This is an optimization exercise on Yosys and OpenROAD, whose aim is small area and few clock cycles per item, not a production implementation. In this exercise RTL edits were held to simulation tests only and were not proved equivalent to the original. The clock port is modelled as an ideal driver; clocking choices that lean on that would not hold on a real chip.

--- config.mk ---
export PLATFORM = sky130hd
export DESIGN_NAME = delta_top
export DESIGN_NICKNAME = delta_top
export VERILOG_FILES = /design/flow/design.v
export SDC_FILE = /design/flow/constraint.sdc
export NUM_CORES = 4
export LEC_CHECK = 0
export CAP_MARGIN = 20
export CORE_MARGIN = 2
export CORE_UTILIZATION = 65
export CTS_BUF_LIST = sky130_fd_sc_hd__clkbuf_8
export CTS_CLUSTER_DIAMETER = 50
export CTS_CLUSTER_SIZE = 16
export PLACE_DENSITY = 0.75
export SLEW_MARGIN = 20
--- constraint.sdc ---
create_clock -name core_clock -period 7.0 [get_ports {clk}]
set_input_delay 1.4000 -clock core_clock [delete_from_list [all_inputs] [get_ports {clk}]]
set_output_delay 1.4000 -clock core_clock [all_outputs]
set_load 0.01 [all_outputs]
--- design.v ---
`timescale 1ns/1ps
package delta_pkg;
    localparam int NUM_COEFFS  = 13;      
    localparam int WINDOW_LEN  = 5;       
    localparam int HIST_FRAMES = 4;       
    localparam int RING_LEN    = HIST_FRAMES * NUM_COEFFS;
    localparam int TENTH_RECIP = 6554;    
    localparam int TENTH_SHIFT = 16;
    localparam int COEFF_W = 16;
    typedef logic signed [15:0] coeff_t;    
    typedef logic signed [18:0] num_t;      
    typedef logic signed [34:0] prod_t;     
    typedef logic signed [17:0] delta_t;    
endpackage
`timescale 1ns/1ps
module delta_datapath (
    input  logic signed [18:0] num,
    output logic signed [15:0] delta    
);
    logic [18:0] n;
    logic [29:0] ra, rb;
    logic [10:0] cy;
    logic [19:0] hi;
    logic s1, k2, s3, k4, s5, k6, s7, k8, s9, k10, s11, k12, s13, k14, s15, k16, s17, k18, s19, k20, s21, k22, s23, k24, s25, k26, s27, k28, s29, k30, s31, k32, s33, k34, s35, k36, s37, k38, s39, k40, s41, k42, s43, k44, s45, k46, s47, k48, s49, k50, s51, k52, s53, k54, s55, k56, s57, k58, s59, k60, s61, k62, s63, k64, s65, k66, s67, k68, s69, k70, s71, k72, s73, k74, s75, k76, s77, k78, s79, k80, s81, k82, s83, k84, s85, k86, s87, k88, s89, k90, s91, k92, s93, k94, s95, k96, s97, k98, s99, k100, s101, k102, s103, k104, s105, k106, s107, k108, s109, k110, s111, k112, s113, k114, s115, k116, s117, k118, s119, k120, s121, k122, s123, k124, s125, k126, s127, k128, s129, k130, s131, k132, s133, k134, s135, k136, s137, k138, s139, k140, s141, k142, s143, k144, s145, k146, s147, k148, s149, k150, s151, k152, s153, k154, s155, k156, s157, k158, s159, k160, s161, k162, s163, k164, s165, k166, s167, k168, s169, k170, s171, k172, s173, k174, s175, k176, s177, k178, s179, k180, s181, k182, s183, k184;
    assign n = {~num[18], num[17:0]};
    assign s1 = n[11] ^ n[9];
    assign k2 = n[11] & n[9];
    assign s3 = n[12] ^ n[10] ^ n[9];
    assign k4 = (n[12] & n[10]) | (n[12] & n[9]) | (n[10] & n[9]);
    assign s5 = n[13] ^ n[11] ^ n[10];
    assign k6 = (n[13] & n[11]) | (n[13] & n[10]) | (n[11] & n[10]);
    assign s7 = n[14] ^ n[12] ^ n[11];
    assign k8 = (n[14] & n[12]) | (n[14] & n[11]) | (n[12] & n[11]);
    assign s9 = n[15] ^ n[13] ^ n[12];
    assign k10 = (n[15] & n[13]) | (n[15] & n[12]) | (n[13] & n[12]);
    assign s11 = n[16] ^ n[14] ^ n[13];
    assign k12 = (n[16] & n[14]) | (n[16] & n[13]) | (n[14] & n[13]);
    assign s13 = n[17] ^ n[15] ^ n[14];
    assign k14 = (n[17] & n[15]) | (n[17] & n[14]) | (n[15] & n[14]);
    assign s15 = n[18] ^ n[16] ^ n[15];
    assign k16 = (n[18] & n[16]) | (n[18] & n[15]) | (n[16] & n[15]);
    assign s17 = n[12] ^ n[11];
    assign k18 = n[12] & n[11];
    assign s19 = n[17] ^ n[16] ^ n[13];
    assign k20 = (n[17] & n[16]) | (n[17] & n[13]) | (n[16] & n[13]);
    assign s21 = n[12] ^ n[9];
    assign k22 = n[12] & n[9];
    assign s23 = n[18] ^ n[17] ^ n[14];
    assign k24 = (n[18] & n[17]) | (n[18] & n[14]) | (n[17] & n[14]);
    assign s25 = n[7] ^ n[5];
    assign k26 = n[7] & n[5];
    assign s27 = n[8] ^ n[6] ^ n[5];
    assign k28 = (n[8] & n[6]) | (n[8] & n[5]) | (n[6] & n[5]);
    assign s29 = n[9] ^ n[7] ^ n[6];
    assign k30 = (n[9] & n[7]) | (n[9] & n[6]) | (n[7] & n[6]);
    assign s31 = n[10] ^ n[8] ^ n[7];
    assign k32 = (n[10] & n[8]) | (n[10] & n[7]) | (n[8] & n[7]);
    assign s33 = n[4] ^ n[3];
    assign k34 = n[4] & n[3];
    assign s35 = s1 ^ n[8] ^ n[5];
    assign k36 = (s1 & n[8]) | (s1 & n[5]) | (n[8] & n[5]);
    assign s37 = n[4] ^ n[1] ^ n[0];
    assign k38 = (n[4] & n[1]) | (n[4] & n[0]) | (n[1] & n[0]);
    assign s39 = s3 ^ n[6] ^ n[5];
    assign k40 = (s3 & n[6]) | (s3 & n[5]) | (n[6] & n[5]);
    assign s41 = n[2] ^ n[1] ^ k2;
    assign k42 = (n[2] & n[1]) | (n[2] & k2) | (n[1] & k2);
    assign s43 = s5 ^ n[7] ^ n[6];
    assign k44 = (s5 & n[7]) | (s5 & n[6]) | (n[7] & n[6]);
    assign s45 = n[3] ^ n[2] ^ k4;
    assign k46 = (n[3] & n[2]) | (n[3] & k4) | (n[2] & k4);
    assign s47 = s7 ^ n[8] ^ n[7];
    assign k48 = (s7 & n[8]) | (s7 & n[7]) | (n[8] & n[7]);
    assign s49 = n[4] ^ n[3] ^ k6;
    assign k50 = (n[4] & n[3]) | (n[4] & k6) | (n[3] & k6);
    assign s51 = s9 ^ n[9] ^ n[8];
    assign k52 = (s9 & n[9]) | (s9 & n[8]) | (n[9] & n[8]);
    assign s53 = n[5] ^ n[4] ^ k8;
    assign k54 = (n[5] & n[4]) | (n[5] & k8) | (n[4] & k8);
    assign s55 = s11 ^ n[10] ^ n[9];
    assign k56 = (s11 & n[10]) | (s11 & n[9]) | (n[10] & n[9]);
    assign s57 = n[6] ^ n[5] ^ k10;
    assign k58 = (n[6] & n[5]) | (n[6] & k10) | (n[5] & k10);
    assign s59 = s13 ^ n[11] ^ n[10];
    assign k60 = (s13 & n[11]) | (s13 & n[10]) | (n[11] & n[10]);
    assign s61 = n[7] ^ n[6] ^ k12;
    assign k62 = (n[7] & n[6]) | (n[7] & k12) | (n[6] & k12);
    assign s63 = s15 ^ s17 ^ n[8];
    assign k64 = (s15 & s17) | (s15 & n[8]) | (s17 & n[8]);
    assign s65 = n[7] ^ 1'b1 ^ k14;
    assign k66 = (n[7] & 1'b1) | (n[7] & k14) | (1'b1 & k14);
    assign s67 = s19 ^ s21 ^ n[8];
    assign k68 = (s19 & s21) | (s19 & n[8]) | (s21 & n[8]);
    assign s69 = 1'b1 ^ k16 ^ k18;
    assign k70 = (1'b1 & k16) | (1'b1 & k18) | (k16 & k18);
    assign s71 = s23 ^ n[13] ^ n[10];
    assign k72 = (s23 & n[13]) | (s23 & n[10]) | (n[13] & n[10]);
    assign s73 = n[9] ^ k20 ^ k22;
    assign k74 = (n[9] & k20) | (n[9] & k22) | (k20 & k22);
    assign s75 = n[18] ^ n[15] ^ n[14];
    assign k76 = (n[18] & n[15]) | (n[18] & n[14]) | (n[15] & n[14]);
    assign s77 = n[11] ^ n[10] ^ k24;
    assign k78 = (n[11] & n[10]) | (n[11] & k24) | (n[10] & k24);
    assign s79 = n[16] ^ n[15] ^ n[12];
    assign k80 = (n[16] & n[15]) | (n[16] & n[12]) | (n[15] & n[12]);
    assign s81 = n[11] ^ 1'b1;
    assign k82 = n[11] & 1'b1;
    assign s83 = n[17] ^ n[16] ^ n[13];
    assign k84 = (n[17] & n[16]) | (n[17] & n[13]) | (n[16] & n[13]);
    assign s85 = n[12] ^ 1'b1;
    assign k86 = n[12] & 1'b1;
    assign s87 = n[18] ^ n[17] ^ n[14];
    assign k88 = (n[18] & n[17]) | (n[18] & n[14]) | (n[17] & n[14]);
    assign s89 = n[6] ^ n[4];
    assign k90 = n[6] & n[4];
    assign s91 = s25 ^ n[4] ^ n[1];
    assign k92 = (s25 & n[4]) | (s25 & n[1]) | (n[4] & n[1]);
    assign s93 = s27 ^ n[2] ^ n[1];
    assign k94 = (s27 & n[2]) | (s27 & n[1]) | (n[2] & n[1]);
    assign s95 = s29 ^ n[3] ^ n[2];
    assign k96 = (s29 & n[3]) | (s29 & n[2]) | (n[3] & n[2]);
    assign s97 = s31 ^ s33 ^ n[0];
    assign k98 = (s31 & s33) | (s31 & n[0]) | (s33 & n[0]);
    assign s99 = s35 ^ s37 ^ k32;
    assign k100 = (s35 & s37) | (s35 & k32) | (s37 & k32);
    assign s101 = s39 ^ s41 ^ k36;
    assign k102 = (s39 & s41) | (s39 & k36) | (s41 & k36);
    assign s103 = s43 ^ s45 ^ k40;
    assign k104 = (s43 & s45) | (s43 & k40) | (s45 & k40);
    assign s105 = s47 ^ s49 ^ k44;
    assign k106 = (s47 & s49) | (s47 & k44) | (s49 & k44);
    assign s107 = s51 ^ s53 ^ k48;
    assign k108 = (s51 & s53) | (s51 & k48) | (s53 & k48);
    assign s109 = s55 ^ s57 ^ k52;
    assign k110 = (s55 & s57) | (s55 & k52) | (s57 & k52);
    assign s111 = s59 ^ s61 ^ k56;
    assign k112 = (s59 & s61) | (s59 & k56) | (s61 & k56);
    assign s113 = s63 ^ s65 ^ k60;
    assign k114 = (s63 & s65) | (s63 & k60) | (s65 & k60);
    assign s115 = s67 ^ s69 ^ k64;
    assign k116 = (s67 & s69) | (s67 & k64) | (s69 & k64);
    assign s117 = s71 ^ s73 ^ k68;
    assign k118 = (s71 & s73) | (s71 & k68) | (s73 & k68);
    assign s119 = s75 ^ s77 ^ k72;
    assign k120 = (s75 & s77) | (s75 & k72) | (s77 & k72);
    assign s121 = s79 ^ s81 ^ k76;
    assign k122 = (s79 & s81) | (s79 & k76) | (s81 & k76);
    assign s123 = s83 ^ s85 ^ k80;
    assign k124 = (s83 & s85) | (s83 & k80) | (s85 & k80);
    assign s125 = s87 ^ n[13] ^ k84;
    assign k126 = (s87 & n[13]) | (s87 & k84) | (n[13] & k84);
    assign s127 = n[18] ^ n[15] ^ n[14];
    assign k128 = (n[18] & n[15]) | (n[18] & n[14]) | (n[15] & n[14]);
    assign s129 = n[16] ^ n[15];
    assign k130 = n[16] & n[15];
    assign s131 = n[17] ^ n[16];
    assign k132 = n[17] & n[16];
    assign s133 = n[3] ^ n[1];
    assign k134 = n[3] & n[1];
    assign s135 = n[4] ^ n[2] ^ n[1];
    assign k136 = (n[4] & n[2]) | (n[4] & n[1]) | (n[2] & n[1]);
    assign s137 = n[5] ^ n[3] ^ n[2];
    assign k138 = (n[5] & n[3]) | (n[5] & n[2]) | (n[3] & n[2]);
    assign s139 = s89 ^ n[3] ^ n[0];
    assign k140 = (s89 & n[3]) | (s89 & n[0]) | (n[3] & n[0]);
    assign s141 = s91 ^ n[0] ^ k90;
    assign k142 = (s91 & n[0]) | (s91 & k90) | (n[0] & k90);
    assign s143 = s93 ^ k26 ^ k92;
    assign k144 = (s93 & k26) | (s93 & k92) | (k26 & k92);
    assign s145 = s95 ^ k28 ^ k94;
    assign k146 = (s95 & k28) | (s95 & k94) | (k28 & k94);
    assign s147 = s97 ^ k30 ^ k96;
    assign k148 = (s97 & k30) | (s97 & k96) | (k30 & k96);
    assign s149 = s99 ^ k34 ^ k98;
    assign k150 = (s99 & k34) | (s99 & k98) | (k34 & k98);
    assign s151 = s101 ^ k38 ^ k100;
    assign k152 = (s101 & k38) | (s101 & k100) | (k38 & k100);
    assign s153 = s103 ^ k42 ^ k102;
    assign k154 = (s103 & k42) | (s103 & k102) | (k42 & k102);
    assign s155 = s105 ^ k46 ^ k104;
    assign k156 = (s105 & k46) | (s105 & k104) | (k46 & k104);
    assign s157 = s107 ^ k50 ^ k106;
    assign k158 = (s107 & k50) | (s107 & k106) | (k50 & k106);
    assign s159 = s109 ^ k54 ^ k108;
    assign k160 = (s109 & k54) | (s109 & k108) | (k54 & k108);
    assign s161 = s111 ^ k58 ^ k110;
    assign k162 = (s111 & k58) | (s111 & k110) | (k58 & k110);
    assign s163 = s113 ^ k62 ^ k112;
    assign k164 = (s113 & k62) | (s113 & k112) | (k62 & k112);
    assign s165 = s115 ^ k66 ^ k114;
    assign k166 = (s115 & k66) | (s115 & k114) | (k66 & k114);
    assign s167 = s117 ^ k70 ^ k116;
    assign k168 = (s117 & k70) | (s117 & k116) | (k70 & k116);
    assign s169 = s119 ^ k74 ^ k118;
    assign k170 = (s119 & k74) | (s119 & k118) | (k74 & k118);
    assign s171 = s121 ^ k78 ^ k120;
    assign k172 = (s121 & k78) | (s121 & k120) | (k78 & k120);
    assign s173 = s123 ^ k82 ^ k122;
    assign k174 = (s123 & k82) | (s123 & k122) | (k82 & k122);
    assign s175 = s125 ^ k86 ^ k124;
    assign k176 = (s125 & k86) | (s125 & k124) | (k86 & k124);
    assign s177 = s127 ^ k88 ^ k126;
    assign k178 = (s127 & k88) | (s127 & k126) | (k88 & k126);
    assign s179 = s129 ^ 1'b1 ^ k128;
    assign k180 = (s129 & 1'b1) | (s129 & k128) | (1'b1 & k128);
    assign s181 = s131 ^ 1'b1 ^ k130;
    assign k182 = (s131 & 1'b1) | (s131 & k130) | (1'b1 & k130);
    assign s183 = n[18] ^ n[17] ^ k132;
    assign k184 = (n[18] & n[17]) | (n[18] & k132) | (n[17] & k132);
    assign ra = {n[18], s183, s181, s179, s177, s175, s173, s171, s169, s167, s165, s163, s161, s159, s157, s155, s153, s151, s149, s147, s145, s143, s141, s139, s137, s135, s133, n[2], n[1], n[0]};
    assign rb = {k184, k182, k180, k178, k176, k174, k172, k170, k168, k166, k164, k162, k160, k158, k156, k154, k152, k150, k148, k146, k144, k142, k140, k138, k136, k134, n[0], n[0], 1'b0, 1'b0};
    assign cy[0] = 1'b0;
    for (genvar i = 0; i < 10; i++) begin : g_lo
        assign cy[i+1] = (ra[i] & rb[i]) | (ra[i] & cy[i]) | (rb[i] & cy[i]);
    end
    assign hi = ra[29:10] + rb[29:10] + 20'(cy[10]);
    assign delta = {num[18], hi[19:5]};
endmodule
module delta_num (
    input  logic [15:0] c0,
    input  logic [15:0] c1,
    input  logic [15:0] c3n,
    input  logic [15:0] c4n,
    output logic [18:0] num
);
    localparam int LO = 8;    
    logic [18:0] x, y, z, w, s1, k1, s2, k2;
    logic [LO:0] cy;
    assign x = {2'b0, c4n, 1'b1};       
    assign y = {3'b0, c1};
    assign z = {3'b0, c3n};
    assign w = {2'b0, c0, 1'b1};        
    assign s1 = x ^ y ^ z;
    assign k1 = {((x & y) | (x & z) | (y & z)), 1'b0};
    assign s2 = s1 ^ k1 ^ w;
    assign k2 = {((s1 & k1) | (s1 & w) | (k1 & w)), 1'b0};
    assign cy[0] = 1'b1;
    for (genvar i = 0; i < LO; i++) begin : g_lo
        assign num[i]  = s2[i] ^ k2[i] ^ cy[i];
        assign cy[i+1] = (s2[i] & k2[i]) | (s2[i] & cy[i]) | (k2[i] & cy[i]);
    end
    assign num[18:LO] = s2[18:LO] + k2[18:LO] + (19'd327680 >> LO) + (19-LO)'(cy[LO]);
endmodule
`timescale 1ns/1ps
module delta_top (
    input  logic   clk,
    input  logic   rst,
    input  logic   in_valid,
    input  delta_pkg::coeff_t in_coeff,
    output logic   in_ready,
    output logic   out_valid,
    output delta_pkg::delta_t out_delta,
    input  logic   out_ready
);
    localparam int NC = delta_pkg::NUM_COEFFS;
    localparam int RL = delta_pkg::RING_LEN;
    localparam int CW = delta_pkg::COEFF_W;
    logic [RL*CW-1:0] ring;          
    logic [5:0]       phase;         
    logic [3:0]       coeff_idx;     
    logic [1:0]       frame_cnt;     
    logic             stall;
    logic             take;
    logic signed [15:0] c_f1, c_f3, c_f4;
    logic signed [18:0] num_d;
    logic signed [18:0] num_qn;        
    logic signed [15:0] delta_d;
    assign stall    = out_valid && !out_ready;
    assign in_ready = (phase == 6'd0) && !stall;
    assign take     = in_valid && in_ready;
    assign c_f1  = ring[12*CW +: CW];
    assign c_f3  = ~ring[38*CW +: CW];
    assign c_f4  = ~ring[51*CW +: CW];
    delta_num delta_num_inst (
        .c0  ({~in_coeff[15], in_coeff[14:0]}),
        .c1  ({~c_f1[15], c_f1[14:0]}),
        .c3n ({c_f3[15], ~c_f3[14:0]}),
        .c4n ({c_f4[15], ~c_f4[14:0]}),
        .num (num_d)
    );
    delta_datapath delta_datapath_inst (
        .num   (~num_qn),
        .delta (delta_d)
    );
    always_ff @(posedge clk) begin
        ring[CW +: (RL-1)*CW] <= ring[0 +: (RL-1)*CW];
        ring[1*NC*CW +: CW]   <= ~ring[(NC-1)*CW +: CW];
        ring[0 +: CW]         <= take ? in_coeff : ~ring[(RL-1)*CW +: CW];
        if (take && frame_cnt == 2'd0) begin
            ring[1*NC*CW +: CW] <= ~in_coeff;
            ring[2*NC*CW +: CW] <= ~in_coeff;
        end
    end
    always_ff @(posedge clk) begin
        if (rst) begin
            phase     <= '0;
            coeff_idx <= '0;
            frame_cnt <= '0;
            out_valid <= 1'b0;
        end else begin
            if (!take) begin
                phase <= (phase == 6'(RL-1)) ? 6'd0 : phase + 6'd1;
            end
            if (take) begin
                if (coeff_idx == 4'(NC-1)) begin
                    coeff_idx <= '0;
                    if (frame_cnt != 2'd2) frame_cnt <= frame_cnt + 2'd1;
                end else begin
                    coeff_idx <= coeff_idx + 4'd1;
                end
            end
            if (take) begin
                out_valid <= (frame_cnt == 2'd2);
            end else if (out_ready) begin
                out_valid <= 1'b0;
            end
        end
    end
    always_ff @(posedge clk) begin
        if (take) num_qn <= ~num_d;
    end
    assign out_delta = {{2{delta_d[15]}}, delta_d};
endmodule
--- flow/run.sh ---
#!/bin/bash
# The standard layout (the standard.sh, standard synthesis unchanged) with
# two make variables changed and one netlist step added:
#  - port buffers use buf_1 instead of the cell buffer_ports picks by itself
#  - the clock tree is built without dummy loads, in clusters of up to 20 sinks
#  - after synthesis, flow/polarity.py flips some full-adder cells (a full adder
#    is self-dual) and rebuilds some half adders so that fewer inverters are
#    needed; registers, ports and
#    all other cells stay as synthesis made them
set -euo pipefail
ARGS=(
  BUFFER_PORTS_ARGS="-buffer_cell sky130_fd_sc_hd__buf_1"
  CTS_ARGS="-sink_clustering_enable -repair_clock_nets -sink_clustering_size 20 -sink_clustering_max_diameter 55 -buf_list sky130_fd_sc_hd__clkbuf_8 -dont_use_dummy_load"
)
RES="$PWD/orfs/results/${FLOW_PLATFORM}/delta_top/base"
bash standard.sh "${ARGS[@]}" "$RES/1_2_yosys.v" > synth.log 2>&1
cp "$RES/1_2_yosys.v" "$RES/1_2_yosys.std.v"
python3 flow/polarity.py "$RES/1_2_yosys.std.v" "$RES/1_2_yosys.v" > polarity.log 2>&1
bash standard.sh "${ARGS[@]}" finish > standard.log 2>&1
--- flow/polarity.py ---
#!/usr/bin/env python3
"""Re-polarise the adder cells of a Yosys gate netlist to save inverters.

A full adder is self-dual: FA(~a, ~b, ~c) = (~sum, ~cout). So any fa cell may
be "flipped": fed the complements of its inputs, it puts out the complements
of its outputs. A half adder may likewise be fed complemented inputs, or give
a complemented carry, if it is rebuilt from a 2-input xor/xnor and a 2-input
nand/nor (the same area as the ha cell). This script chooses greedily how to
set each adder so that fewer inverters are needed, removes every inverter of
the netlist and puts back one inverter per signal and polarity that some pin
still needs. Registers, ports and all other cells are left as they are.

usage: polarity.py IN.v OUT.v
"""
import random
import re
import sys

OUT_PINS = {"X", "Y", "Q", "Q_N", "SUM", "COUT", "HI", "LO"}
CELL_RE = re.compile(r"^(\s*)(sky130_fd_sc_hd__\w+)\s+(\S+)\s*\((.*?)\);\s*$", re.S | re.M)
PIN_RE = re.compile(r"\.(\w+)\(\s*((?:\\\S+\s)|[^)\s]+)\s*\)")
INV_AREA = 3.7536
RESTARTS = 200
# half adder settings (in_flip, sum_neg, cout_neg) -> (extra area, sum cell, cout cell)
HA_CFG = {
    (0, 0, 0): (0.0, None, None),
    (0, 0, 1): (0.0, "xor2", "nand2"),
    (0, 1, 1): (0.0, "xnor2", "nand2"),
    (1, 0, 0): (0.0, "xor2", "nor2"),
    (1, 1, 0): (0.0, "xnor2", "nor2"),
    (0, 1, 0): (2.5024, "xnor2", "and2"),
    (1, 0, 1): (2.5024, "xor2", "or2"),
    (1, 1, 1): (2.5024, "xnor2", "or2"),
}
OUTPIN = {"xor2": "X", "xnor2": "Y", "nand2": "Y", "nor2": "Y", "and2": "X", "or2": "X"}


def esc(n):
    return n + " " if n.startswith("\\") else n


def main(src, dst):
    text = open(src).read()
    cells = []
    for m in CELL_RE.finditer(text):
        pins = [(p, n.strip()) for p, n in PIN_RE.findall(m.group(4))]
        cells.append({"type": m.group(2), "name": m.group(3), "pins": pins, "span": m.span()})
    is_inv = lambda c: re.match(r"sky130_fd_sc_hd__inv_\d+$", c["type"]) is not None
    kind = {}
    for ci, c in enumerate(cells):
        if c["type"] == "sky130_fd_sc_hd__fa_1":
            kind[ci] = "fa"
        elif c["type"] == "sky130_fd_sc_hd__ha_1":
            kind[ci] = "ha"

    ports = set()
    for m in re.finditer(r"^\s*(input|output|inout)\s+(\[(\d+):(\d+)\]\s*)?(\S+);", text, re.M):
        if m.group(2):
            hi, lo = int(m.group(3)), int(m.group(4))
            for i in range(min(hi, lo), max(hi, lo) + 1):
                ports.add(f"{m.group(5)}[{i}]")
        else:
            ports.add(m.group(5))

    driver = {}
    for ci, c in enumerate(cells):
        for p, n in c["pins"]:
            if p in OUT_PINS:
                driver[n] = (ci, p)

    memo = {}

    def root(n):
        if n in memo:
            return memo[n]
        d = driver.get(n)
        if d is not None and is_inv(cells[d[0]]):
            r, par = root(dict(cells[d[0]]["pins"])["A"])
            res = (r, par ^ 1)
        else:
            res = (n, 0)
        memo[n] = res
        return res

    loads = []  # [cell index or -1 for a port, pin, root, parity]
    for ci, c in enumerate(cells):
        if is_inv(c):
            continue
        for p, n in c["pins"]:
            if p in OUT_PINS or n.startswith("1'"):
                continue
            r, par = root(n)
            loads.append([ci, p, r, par])
    for n in ports:
        if n in driver:
            r, par = root(n)
            loads.append([-1, n, r, par])

    # adjustable cells: state = fa: (flip,), ha: (in_flip, sum_neg, cout_neg)
    state = {ci: ((0,) if k == "fa" else (0, 0, 0)) for ci, k in kind.items()}
    out_of = {}  # root net driven by an adder -> (cell, pin)
    for ci in kind:
        for p, n in cells[ci]["pins"]:
            if p in OUT_PINS:
                out_of[n] = (ci, p)
    for n in ports:  # an adder output that is a port keeps its polarity
        if n in out_of:
            state.pop(out_of[n][0], None)
    sig_loads = {}
    for li, l in enumerate(loads):
        sig_loads.setdefault(l[2], []).append(li)

    def in_flip(ci):
        s = state.get(ci)
        return s[0] if s else 0

    def produced(r):
        o = out_of.get(r)
        if o is None or o[0] not in state:
            return 0
        s = state[o[0]]
        if kind[o[0]] == "fa":
            return s[0]
        return s[1] if o[1] == "SUM" else s[2]

    def wanted(li):
        ci, p, r, par = loads[li]
        return par ^ in_flip(ci)

    def sig_cost(r):
        pr = produced(r)
        return INV_AREA if any(wanted(li) != pr for li in sig_loads.get(r, [])) else 0.0

    def cell_cost(ci):
        s = state.get(ci)
        return HA_CFG[s][0] if s and kind[ci] == "ha" else 0.0

    def near(ci):
        s = set()
        for p, n in cells[ci]["pins"]:
            s.add(n if p in OUT_PINS else root(n)[0])
        return s

    def local(ci, sigs):
        return cell_cost(ci) + sum(sig_cost(r) for r in sigs)

    total = lambda: sum(sig_cost(r) for r in sig_loads) + sum(cell_cost(ci) for ci in state)
    order = list(state)
    nearby = {ci: near(ci) for ci in order}

    def descend():
        while True:
            changed = False
            for ci in order:
                sigs = nearby[ci]
                best, bestc = state[ci], local(ci, sigs)
                for o in ([(0,), (1,)] if kind[ci] == "fa" else list(HA_CFG)):
                    state[ci] = o
                    c = local(ci, sigs)
                    if c < bestc - 1e-9:
                        best, bestc, changed = o, c, True
                state[ci] = best
            if not changed:
                return total()

    rng = random.Random(1)
    best_cost = descend()
    best_state = dict(state)
    for _ in range(RESTARTS):
        state.update(best_state)
        for ci in rng.sample(order, max(1, len(order) // 10)):
            state[ci] = ((rng.randint(0, 1),) if kind[ci] == "fa" else rng.choice(list(HA_CFG)))
        c = descend()
        if c < best_cost - 1e-9:
            best_cost, best_state = c, dict(state)
    state.update(best_state)
    n_inv = sum(1 for c in cells if is_inv(c))
    new_inv = sum(1 for r in sig_loads if sig_cost(r) > 0)
    n_fa = sum(1 for ci, s in state.items() if kind[ci] == "fa" and s[0])
    n_ha = sum(1 for ci, s in state.items() if kind[ci] == "ha" and s != (0, 0, 0))
    sys.stderr.write(f"polarity: {n_inv} inverters before, {new_inv} after; "
                     f"{n_fa} fa cells flipped, {n_ha} ha cells rebuilt; "
                     f"area change {new_inv * INV_AREA + sum(cell_cost(ci) for ci in state) - n_inv * INV_AREA:.1f} um2\n")

    # rebuild
    new_wires = []
    netname = {}
    extra = []
    cnt = [0]

    def fresh():
        cnt[0] += 1
        nm = f"_pol{cnt[0]}_"
        new_wires.append(nm)
        return nm

    # an output port that wants a signal in the polarity it does not have
    # gives its own name to the net of that polarity (ports keep their names)
    port_net = {}
    for ci, p, r, par in loads:
        if ci < 0 and p != r:
            port_net[(r, par)] = p

    def fresh_for(r, pol):
        if (r, pol) in port_net:
            return port_net[(r, pol)]
        return fresh()

    for r in sig_loads:
        pr = produced(r)
        need = {wanted(li) for li in sig_loads[r]}
        if pr == 0:
            netname[(r, 0)] = r
            if 1 in need:
                netname[(r, 1)] = fresh_for(r, 1)
                extra.append(("sky130_fd_sc_hd__inv_1", f"_polinv{len(extra)}_", [("A", r), ("Y", netname[(r, 1)])]))
        else:
            netname[(r, 1)] = fresh_for(r, 1)
            if 0 in need:
                netname[(r, 0)] = r
                extra.append(("sky130_fd_sc_hd__inv_1", f"_polinv{len(extra)}_", [("A", netname[(r, 1)]), ("Y", r)]))
    for n, (ci, p) in out_of.items():
        if produced(n) == 1 and (n, 1) not in netname:
            netname[(n, 1)] = fresh()

    newpins = {ci: dict(c["pins"]) for ci, c in enumerate(cells)}
    for li, (ci, p, r, par) in enumerate(loads):
        if ci >= 0:
            newpins[ci][p] = netname[(r, wanted(li))]
    for n, (ci, p) in out_of.items():
        if produced(n) == 1:
            newpins[ci][p] = netname[(n, 1)]

    out = []
    pos = 0
    for ci, c in enumerate(cells):
        a, b = c["span"]
        out.append(text[pos:a])
        pos = b
        if is_inv(c):
            continue
        pins = newpins[ci]
        s = state.get(ci)
        if kind.get(ci) == "ha" and s is not None and s != (0, 0, 0):
            _, scell, ccell = HA_CFG[s]
            body = []
            if "SUM" in pins:
                body.append((f"sky130_fd_sc_hd__{scell}_1", c["name"] + "_s",
                             [("A", pins["A"]), ("B", pins["B"]), (OUTPIN[scell], pins["SUM"])]))
            if "COUT" in pins:
                body.append((f"sky130_fd_sc_hd__{ccell}_1", c["name"] + "_c",
                             [("A", pins["A"]), ("B", pins["B"]), (OUTPIN[ccell], pins["COUT"])]))
            out.append("\n".join(
                f"  {t} {esc(nm)}(\n" + ",\n".join(f"    .{p}({esc(n)})" for p, n in pl) + "\n  );"
                for t, nm, pl in body))
            continue
        body = ",\n".join(f"    .{p}({esc(n)})" for p, n in pins.items())
        out.append(f"  {c['type']} {c['name']} (\n{body}\n  );")
    tail = text[pos:]
    ex = "\n".join(f"  {t} {nm} (\n" + ",\n".join(f"    .{p}({esc(n)})" for p, n in pl) + "\n  );"
                   for t, nm, pl in extra)
    tail = tail.replace("endmodule", ex + "\nendmodule", 1)
    res = "".join(out) + tail
    decl = "".join(f"  wire {w};\n" for w in new_wires)
    res = re.sub(r"(module\s+\w+\s*\(.*?\);\n)", lambda m: m.group(1) + decl, res, count=1, flags=re.S)
    open(dst, "w").write(res)


if __name__ == "__main__":
    main(sys.argv[1], sys.argv[2])
--- standard.sh ---
#!/bin/bash
# synth_recipe.tcl (not shown) runs the flow's synth.tcl, then flattens the netlist and writes it again
# the make line also repeats each setting of config.mk as NAME=value (left out here)
make -C /OpenROAD-flow-scripts/flow DESIGN_CONFIG=/design/flow/config.mk WORK_HOME=/design/flow/orfs CLKGATE_MAP_FILE= SYNTH_SCRIPT=/design/flow/synth_recipe.tcl "${@:-finish}"
==> results of run 1 <==
## sequential cells by signal, indices dropped and copies added, names as in the netlist
name	flops
out_valid	1
frame_cnt	2
coeff_idx	4
phase	6
ring	832
num_qn	19
## metrics by stage
step	TNS (ps)	hold WS, ps	area (um2)
floorplan	0	310	22100
global placement	0	310	22800
detailed placement	0	312	22800
CTS	0	274	23500
global route	-0.282	281	23600
finish	0	275	23600
## per-layer routing
layer / wire (um) / up-vias / track usage (%) / part of all wire (%)
met2: 12700 / 105 / 26.8 / 44
met5: 0 / - / 0 / 0
met3: 1040 / 56 / 3.43 / 3.6
li1: - / 4450 / - / -
met4: 665 / 0 / 5.20 / 2.3
met1: 14700 / 4314 / 25.4 / 50
## final timing paths
kind / startpoint / to / slack (ps)
worst min-delay path: ring[715] / ring[731] / 270
worst max register to register: ring[194] / num_qn[17] / 1040
worst max-delay path: num_qn[12] / out_delta[7] / 270
worst min register to register: ring[715] / ring[731] / 270
## repair_timing
item,4_1_cts,5_1_grt
setup buffers,0,12
gates resized for setup,0,1
setup endpoints to repair,0,6
endpoints found under the hold margin,0,0
## layout make-up
| cell class | count | area [um2] |
|---|---|---|
| timing repair buffer | 54 | 259 |
| multi-input combinational | 455 | 4490 |
| fill | 2207 | 9920 |
| sequential | 864 | 17500 |
| inverter | 30 | 113 |
| tap | 448 | 561 |
| clock buffer | 51 | 702 |
==> run notes, run 1 <==
max incr delay on CP 640 ps; CP Depth 14; final worst setup slack 268 ps; gr ovfl total 0; Final Util 70.4%; HP Class reg2reg; CP max FO 8; relative max-transition margin 37.1%; Detail Route Antenna Nets 0; vias per cell 4.69; Worst-Margin Slew 944 ps; ANT cells 0; H-tree levels 2; most common cell after layout, fill and taps aside dfxtp_1; Cells after Synth 1361; DR iter-0 viols 320; Final setup viols 0; GRT Overall Usage 17.4%; cells on worst reg2reg path 19; Core Box Area 33500 um2; Starting Density 66.0%; Layout area overhead 6.66%; Die Span Y 189 um; most used cell, CP fa_1; Die W 189 um; Hold Violations, Final 0; CTS Root Cell clkbuf_8; Placement Rows 67; detailed-route DRC error count 0; Routed Wire Length 29.1 mm; Crit. End Element output pin; Min Clock Period, post-route 6730 ps; first-pass GRT wire length 48.3 mm; hold_buf cts 0; mean routed wirelength per cell 15.3 um; dpl cells 1839; WHS Path Cells 0; Critical Path Slowest Stage Cell edfxtp_1; DP Wirelength 19.2 mm; clock-pin slew on the worst setup and hold paths 110 ps; Clock Tree Buf Depth 3; worst setup skew after layout 77.3 ps; outcome finished clean; most frequent cells in the layout dfxtp_1, fa_1, nor2_1; CP startpoint kind register; initial antenna violation count 0; I/O pin total 40; RePlAce Congestion 0.765; pin count of the biggest net entering global routing 40; fin cells 1902; Port-buffer cells 39; Tcrit/Tclk final 96.2%; Post-Syn Area 22100 um2; pre-CTS WS 338 ps; Syn Nets 1507; critical-path cell list fa_1 -> fa_1 -> fa_1 -> fa_1 -> xor2_1 -> a21oi_1 -> nor2_1 -> a2111oi_4 -> nand3b_1 -> a21oi_2 -> o21bai_1 -> a21oi_1 -> xnor2_1 -> buf_1; Worst Path Required 5600 ps; buffers and inverters on the worst path 1; clock latency on the worst-skew pair 640 ps; fin nets 1602; CTS buffer count 51; Syn Area/Cell 16.3 um2; number of global-route vias before repair 9482; clk sinks 864; CP Class reg2out; DIE AREA 35600 um2; Pins Over Slew Limit 0; crit-path leading delay family adder cells; Vias 8925; f_max 149 MHz; Worst EP arrival 5330 ps; layout cells sized above 1 5.43%; YS warnings 1; number of max-cap violations 0; CTS tree built; drt first pass iters 4
Testbench counts, summed over its fixed seeds: cycles 5,000, deltas 4,784.
==> run 2, diff against run 1 <==
==> flow/run.sh (replaced) <==
#!/bin/bash
# The standard layout (the standard.sh, standard synthesis unchanged) with
# two make variables changed and one netlist step added:
#  - port buffers use buf_1 instead of the cell buffer_ports picks by itself
#  - the clock tree is built without dummy loads, in clusters of up to 36 sinks with clkbuf_16
#  - after synthesis, flow/polarity.py flips some full-adder cells (a full adder
#    is self-dual) and rebuilds some half adders so that fewer inverters are
#    needed; registers, ports and
#    all other cells stay as synthesis made them
set -euo pipefail
ARGS=(
  BUFFER_PORTS_ARGS="-buffer_cell sky130_fd_sc_hd__buf_1"
  CTS_ARGS="-sink_clustering_enable -repair_clock_nets -sink_clustering_size 36 -sink_clustering_max_diameter 70 -buf_list sky130_fd_sc_hd__clkbuf_16 -dont_use_dummy_load"
)
RES="$PWD/orfs/results/${FLOW_PLATFORM}/delta_top/base"
bash standard.sh "${ARGS[@]}" "$RES/1_2_yosys.v" > synth.log 2>&1
cp "$RES/1_2_yosys.v" "$RES/1_2_yosys.std.v"
python3 flow/polarity.py "$RES/1_2_yosys.std.v" "$RES/1_2_yosys.v" > polarity.log 2>&1
bash standard.sh "${ARGS[@]}" finish > standard.log 2>&1
==> run notes, run 2 <==
CP max FO 10 (+2); RePlAce Congestion 0.765 (unchanged); critical-path cell list fa_1 -> fa_1 -> fa_1 -> fa_1 -> xor2_1 -> a21oi_1 -> nor2_1 -> a2111oi_4 -> nand3b_1 -> a21oi_2 -> o21bai_1 -> a21oi_1 -> xnor2_1 -> buf_1; dpl cells 1839 (unchanged); Vias 8789 (-1.5%); most used cell, CP fa_1; Post-Syn Area 22100 um2 (unchanged); YS warnings 1 (unchanged); buffers and inverters on the worst path 1 (unchanged); DP Wirelength 19.2 mm (unchanged); H-tree levels 2 (unchanged); Worst-Margin Slew 943 ps (-0.709 ps); Starting Density 66.0% (unchanged); CTS tree built; Hold WS 255 ps (-20.0 ps); max FFs per register 832 (unchanged); RSZ-0062 raised after global routing false; Min Clock Period, post-route 6730 ps (-4.12 ps); DR iter-0 viols 389 (+22%); Layout area overhead 7.03%; Die W 189 um (unchanged); Core Box Area 33500 um2 (unchanged); ANT cells 0 (unchanged); number of global-route vias before repair 9344 (-1.5%); number of max-cap violations 0 (unchanged); pre-CTS WS 338 ps (unchanged); final worst setup slack 272 ps (+4.12 ps); Critical Path Slowest Stage Cell fa_1; Placement Rows 67 (unchanged); setup TNS 0 ps (unchanged); max incr delay on CP 650 ps (about the same); first-pass GRT wire length 48.7 mm (+1.0%); Final setup viols 0 (unchanged); Tcrit/Tclk final 96.1% (about the same); Routed Wire Length 29.6 mm (+1.8%); clock latency on the worst-skew pair 550 ps (-90 ps); GRT Overall Usage 17.6% (+0.20 points); Clock Tree Buf Depth 3 (unchanged); DIE AREA 35600 um2 (unchanged); relative max-transition margin 37.1% (+0.047 points); fin cells 1876 (-1.4%); crit-path leading delay family adder cells; clk sinks 864 (unchanged); Worst EP arrival 5330 ps (about the same); Port-buffer cells 39 (unchanged); DP Area 22800 um2 (unchanged); layout cells sized above 1 3.71% (-1.7 points); Syn Nets 1507 (unchanged); fin nets 1576 (-1.6%); HP Class reg2reg; Pins Over Slew Limit 0 (unchanged); f_max 149 MHz (about the same); CP startpoint kind register; drt first pass iters 4 (unchanged); clock-pin slew on the worst setup and hold paths 110 ps (about the same); vias per cell 4.68 (-0.16%); Final Util 70.7% (+0.24 points); fill count 2203 (-0.18%); Crit. End Element output pin; outcome finished clean; initial antenna violation count 0 (unchanged); Design Area, Final 23700 um2 (+0.34%); most common cell after layout, fill and taps aside dfxtp_1; Worst Path Required 5600 ps (about the same); Cells after Synth 1361 (unchanged); hold_buf cts 0 (unchanged); most frequent cells in the layout dfxtp_1, fa_1, nor2_1; worst setup skew after layout 80.3 ps (+2.96 ps); pin count of the biggest net entering global routing 40 (unchanged); gr ovfl total 0 (unchanged); mean routed wirelength per cell 15.8 um (+3.2%); Syn Area/Cell 16.3 um2 (unchanged); biggest regs ring: 832 flops, num_qn: 19 flops, phase: 6 flops; CP Class reg2out; Reg with most FFs ring; Hold Violations, Final 0 (unchanged); Detail Route Antenna Nets 0 (unchanged); Die Span Y 189 um (unchanged); CTS Root Cell clkbuf_16; I/O pin total 40 (unchanged); CTS buffer count 34 (-33%); detailed-route DRC error count 0 (unchanged)
==> run 2: final timing paths <==
check             from      endpoint  slack, ps  cells past startpoint
min reg2reg  ring[310]     ring[326]        250                      0
max          num_qn[9]  out_delta[7]        270                     14
max reg2reg  ring[194]    num_qn[17]        890                     19
min          ring[310]     ring[326]        250                      0
==> run 2: final cells by class <==
class | instances | area (um2) | share of cell area [%]
tap | 448 | 561 | 2.37
inverter | 30 | 113 | 0.475
multi-input combinational | 455 | 4490 | 19.0
timing repair buffer | 45 | 191 | 0.808
clock buffer | 34 | 851 | 3.59
sequential | 864 | 17500 | 73.8
==> run 2: per-layer routing <==
| metal | vias to the layer above | share of wire [%] | global-route usage [%] |
|---|---|---|---|
| li1 | 4398 | - | - |
| met1 | 4259 | 51 | 26.1 |
| met2 | 84 | 44 | 27.5 |
| met3 | 48 | 3.1 | 2.81 |
| met4 | 0 | 2.0 | 4.24 |
| met5 | - | 0 | 0 |
==> run 2: worst register-to-register path, cell delays in order (launching register included) <==
cell and delay, ps:
dfxtp_1 350, fa_1 560, fa_1 450, fa_1 450
fa_1 390, fa_1 390, fa_1 390, fa_1 390
fa_1 410, fa_1 490, nand2_1 160, fa_1 250
nor2b_1 60, o21ai_0 240, a21oi_1 130, o21ai_0 160
nand2b_1 100, a21o_1 180, a21oi_1 170, xor2_1 90
==> run 2: timing repair <==
action                                  4_1_cts  5_1_grt
hold endpoints to repair                      0        0
endpoints found under the setup margin        0        3
buffers inserted                              0        3
gates resized for setup                       0        1
==> run 3, diff against run 2 <==
--- a/design.v
+++ b/design.v
@@ -263,7 +263,7 @@
     logic             take;
     logic signed [15:0] c_f1, c_f3, c_f4;
     logic signed [18:0] num_d;
-    logic signed [18:0] num_qn;        
+    logic signed [18:0] num_q;
     logic signed [15:0] delta_d;
     assign stall    = out_valid && !out_ready;
     assign in_ready = (phase == 6'd0) && !stall;
@@ -279,7 +279,7 @@
         .num (num_d)
     );
     delta_datapath delta_datapath_inst (
-        .num   (~num_qn),
+        .num   (num_q),
         .delta (delta_d)
     );
     always_ff @(posedge clk) begin
@@ -317,7 +317,7 @@
         end
     end
     always_ff @(posedge clk) begin
-        if (take) num_qn <= ~num_d;
+        if (take) num_q <= num_d;
     end
     assign out_delta = {{2{delta_d[15]}}, delta_d};
 endmodule
==> flow/run.sh (replaced) <==
#!/bin/bash
# The standard layout (the standard.sh, standard synthesis unchanged) with
# two make variables changed and one netlist step added:
#  - port buffers use buf_1 instead of the cell buffer_ports picks by itself
#  - the clock tree is built without dummy loads, in clusters of up to 20 sinks
#  - after synthesis, flow/polarity.py flips some full-adder cells (a full adder
#    is self-dual) and rebuilds some half adders so that fewer inverters are
#    needed; registers, ports and
#    all other cells stay as synthesis made them
set -euo pipefail
ARGS=(
  BUFFER_PORTS_ARGS="-buffer_cell sky130_fd_sc_hd__buf_1"
  CTS_ARGS="-sink_clustering_enable -repair_clock_nets -sink_clustering_size 20 -sink_clustering_max_diameter 55 -buf_list sky130_fd_sc_hd__clkbuf_8 -dont_use_dummy_load"
)
RES="$PWD/orfs/results/${FLOW_PLATFORM}/delta_top/base"
bash standard.sh "${ARGS[@]}" "$RES/1_2_yosys.v" > synth.log 2>&1
cp "$RES/1_2_yosys.v" "$RES/1_2_yosys.std.v"
python3 flow/polarity.py "$RES/1_2_yosys.std.v" "$RES/1_2_yosys.v" > polarity.log 2>&1
bash standard.sh "${ARGS[@]}" finish > standard.log 2>&1
--- a/flow/polarity.py
+++ b/flow/polarity.py
@@ -5,13 +5,14 @@
 be "flipped": fed the complements of its inputs, it puts out the complements
 of its outputs. A half adder may likewise be fed complemented inputs, or give
 a complemented carry, if it is rebuilt from a 2-input xor/xnor and a 2-input
-nand/nor (the same area as the ha cell). This script chooses greedily how to
+nand/nor (the same area as the ha cell). This script chooses (greedy descent and simulated annealing) how to
 set each adder so that fewer inverters are needed, removes every inverter of
 the netlist and puts back one inverter per signal and polarity that some pin
 still needs. Registers, ports and all other cells are left as they are.
 
 usage: polarity.py IN.v OUT.v
 """
+import math
 import random
 import re
 import sys
@@ -20,7 +21,7 @@
 CELL_RE = re.compile(r"^(\s*)(sky130_fd_sc_hd__\w+)\s+(\S+)\s*\((.*?)\);\s*$", re.S | re.M)
 PIN_RE = re.compile(r"\.(\w+)\(\s*((?:\\\S+\s)|[^)\s]+)\s*\)")
 INV_AREA = 3.7536
-RESTARTS = 200
+ANNEAL_STEPS = 400000
 # half adder settings (in_flip, sum_neg, cout_neg) -> (extra area, sum cell, cout cell)
 HA_CFG = {
     (0, 0, 0): (0.0, None, None),
@@ -166,13 +167,28 @@
     rng = random.Random(1)
     best_cost = descend()
     best_state = dict(state)
-    for _ in range(RESTARTS):
-        state.update(best_state)
-        for ci in rng.sample(order, max(1, len(order) // 10)):
-            state[ci] = ((rng.randint(0, 1),) if kind[ci] == "fa" else rng.choice(list(HA_CFG)))
-        c = descend()
-        if c < best_cost - 1e-9:
-            best_cost, best_state = c, dict(state)
+    # simulated annealing over single-cell settings, then a final descent
+    cur = best_cost
+    steps = ANNEAL_STEPS
+    for it in range(steps):
+        t = 3.0 * (1.0 - it / steps) + 0.05
+        ci = rng.choice(order)
+        sigs = nearby[ci]
+        old_s = state[ci]
+        c0 = local(ci, sigs)
+        state[ci] = ((1 - old_s[0],) if kind[ci] == "fa" else rng.choice(list(HA_CFG)))
+        c1 = local(ci, sigs)
+        dlt = c1 - c0
+        if dlt <= 0 or rng.random() < math.exp(-dlt / t):
+            cur += dlt
+            if cur < best_cost - 1e-9:
+                best_cost, best_state = cur, dict(state)
+        else:
+            state[ci] = old_s
+    state.update(best_state)
+    c = descend()
+    if c < best_cost - 1e-9:
+        best_cost, best_state = c, dict(state)
     state.update(best_state)
     n_inv = sum(1 for c in cells if is_inv(c))
     new_inv = sum(1 for r in sig_loads if sig_cost(r) > 0)
@@ -194,28 +210,16 @@
         new_wires.append(nm)
         return nm
 
-    # an output port that wants a signal in the polarity it does not have
-    # gives its own name to the net of that polarity (ports keep their names)
-    port_net = {}
-    for ci, p, r, par in loads:
-        if ci < 0 and p != r:
-            port_net[(r, par)] = p
-
-    def fresh_for(r, pol):
-        if (r, pol) in port_net:
-            return port_net[(r, pol)]
-        return fresh()
-
     for r in sig_loads:
         pr = produced(r)
         need = {wanted(li) for li in sig_loads[r]}
         if pr == 0:
             netname[(r, 0)] = r
             if 1 in need:
-                netname[(r, 1)] = fresh_for(r, 1)
+                netname[(r, 1)] = fresh()
                 extra.append(("sky130_fd_sc_hd__inv_1", f"_polinv{len(extra)}_", [("A", r), ("Y", netname[(r, 1)])]))
         else:
-            netname[(r, 1)] = fresh_for(r, 1)
+            netname[(r, 1)] = fresh()
             if 0 in need:
                 netname[(r, 0)] = r
                 extra.append(("sky130_fd_sc_hd__inv_1", f"_polinv{len(extra)}_", [("A", netname[(r, 1)]), ("Y", r)]))
==> run notes, run 3 <==
outcome finished clean; most frequent cells in the layout dfxtp_1, fa_1, nor2_1; number of max-cap violations 0 (unchanged); Crit. End Element output pin; multi-input logic area 4460 um2 (-0.70%); GRT Overall Usage 16.4% (-1.2 points); fin cells 1905 (+1.5%); I/O pin total 40 (unchanged); setup TNS 0 ps (unchanged); CP startpoint kind register; gr ovfl total 0 (unchanged); YS warnings 1 (unchanged); Pins Over Slew Limit 0 (unchanged); Crit Reg-Reg Endpoint num_q[17]; Detail Route Antenna Nets 0 (unchanged); DR iter-0 viols 343 (-12%); mean routed wirelength per cell 14.8 um (-6.6%); DP Wirelength 18.4 mm (-4.2%); cells on worst reg2reg path 18 (-1); number of global-route vias before repair 9045 (-3.2%); Cells after Synth 1363 (+0.15%); met2 usage 24.8% (-2.7 points); Hold WS 264 ps (+9.39 ps); CTS Root Cell clkbuf_8; Placement Rows 67 (unchanged); Min Clock Period, post-route 6730 ps (+5.55 ps); clk sinks 864 (unchanged); Worst EP arrival 5330 ps (about the same); CP max FO 6 (-4); layout cells sized above 1 6.79% (+3.1 points); Syn Nets 1510 (+0.20%); Starting Density 66.0% (about the same); register area 17500 um2 (unchanged); Layout area overhead 6.83%; first-pass GRT wire length 45.7 mm (-6.3%); Routed Wire Length 28.1 mm (-5.1%); worst setup skew after layout 53.3 ps (-27.0 ps); Tcrit/Tclk final 96.2% (about the same); global routing's busiest layer met2; detailed-route DRC error count 0 (unchanged); Syn Area/Cell 16.2 um2 (-0.23%); fill count 2205 (+0.091%); f_max 149 MHz (about the same); Hold Violations, Final 0 (unchanged); pin count of the biggest net entering global routing 40 (unchanged); met3 Usage GRT 2.94% (+0.13 points); relative max-transition margin 53.7% (+17 points); crit path from num_q[12]; Port-buffer cells 39 (unchanged); CP Class reg2out; dpl cells 1842 (+0.16%); reg2reg start ring[194]; Die W 188 um (about the same); fin nets 1606 (+1.9%); clock latency on the worst-skew pair 610 ps (+60 ps); CTS buffer count 50 (+47%); WHS Path Cells 0 (unchanged); clock-pin slew on the worst setup and hold paths 110 ps (about the same); drt first pass iters 4 (unchanged); HP Class reg2reg; max FFs per register 832 (unchanged); most common cell after layout, fill and taps aside dfxtp_1; crit path capture out_delta[13]; Post-Syn Area 22100 um2 (about the same); biggest regs ring: 832 flops, num_q: 19 flops, phase: 6 flops; ANT cells 0 (unchanged); reg-to-reg slack, setup 990 ps (+100 ps); H-tree levels 2 (unchanged); Worst-Margin Slew 692 ps (-251 ps); Final setup viols 0 (unchanged); RePlAce Congestion 0.796 (+4.1%); CTS tree built; Worst Path Required 5600 ps (about the same); Clock Tree Buf Depth 3 (unchanged); met1 GRT Util 24.3% (-1.9 points); initial antenna violation count 0 (unchanged); Vias 8792 (+0.034%); Reg with most FFs ring; vias per cell 4.62 (-1.5%); Core Box Area 33500 um2 (unchanged); Die Span Y 188 um (about the same); DIE AREA 35500 um2 (about the same)
[run 3: per-layer routing]
layer / vias to the layer above / wire, um
li1: 4435 / -
met3: 45 / 1020
met1: 4208 / 14100
met4: 0 / 687
met5: - / 0
met2: 104 / 12300
[run 3: per-stage QoR]
stage	util (%)	instance area (um2)	setup WS, ps
final	70.5	23600	267
after global routing	70.5	23600	-21.0
after CTS	70.1	23500	33.9
after detailed placement	68.0	22800	219
after global placement	68.0	22800	223
after floorplan	-	22100	618
[run 3: worst min-delay path by stage]
| stage | startpoint | slack [ps] | end |
|---|---|---|---|
| 2_1_floorplan | ring[84] | 310 | ring[100] |
| 3_3_place_gp | ring[135] | 310 | ring[151] |
| 3_5_place_dp | ring[221] | 310 | ring[237] |
| 4_1_cts | ring[461] | 260 | ring[477] |
| 5_1_grt | ring[269] | 270 | ring[285] |
| 6_report | ring[461] | 260 | ring[477] |
[run 3: area by class of cell]
| class | count | area share, % |
|---|---|---|
| Sequential cell | 864 | 74.0 |
| Timing Repair Buffer | 56 | 1.16 |
| Multi-Input combinational cell | 449 | 18.9 |
| Tap cell | 448 | 2.37 |
| Inverter | 38 | 0.683 |
| Clock buffer | 50 | 2.91 |
[run 3: critical path, stage by stage, from the launching register on]
cell and delay, ps:
edfxtp_1 460, clkinvlp_4 240, fa_1 540, fa_1 520, fa_1 510, fa_1 580, xor2_1 150, o21ai_1 70
nand2b_1 80, a21oi_2 70, or4_4 560, a21oi_4 220, o211ai_2 150, nand3b_2 130, a21oi_2 80, xnor2_1 170
buf_1 170
[run 3: timing repair]
item	in CTS	in global routing
setup endpoints to repair	0	10
gates resized for setup	0	10
hold buffers	0	0
setup buffers	0	13
Testbench counts of run 3, summed over its fixed seeds: cycles 5,000, deltas 4,784.

==> re-timing with driven ports <==
The flow's constraints put no driver on any port. The routed layouts listed below were extracted and timed again, unchanged, in two steps. Step 1, drivers: a clkbuf_16 drives clk and a buf_2 each remaining input, both assumed. Step 2 moves the port delays by t, midway between the first and last clock arrival at a register: inputs arrive t later, outputs are due t later. That takes back most of the time a late clock gives input paths. Three values: no drivers, after step 1, after step 2; two values: the first two.
run | t, ns | setup slack, ns | slew at the worst register clock pin (ns) | worst slew at a driven data input, ns | cell pins on the clock port's net
run 1 | 0.651 | 0.268 / 0.219 / 0.349 | 0.11 / 0.11 | 0.07 | 1
run 2 | 0.559 | 0.272 / 0.219 / 0.219 | 0.12 / 0.12 | 0.07 | 1
run 3 | 0.635 | 0.267 / 0.220 / 0.306 | 0.11 / 0.11 | 0.05 | 1
After both steps every run listed still meets setup and hold. The setup slack of run 2, which loses most, moves by -0.053 ns with the drivers and by -0.053 ns with both steps.
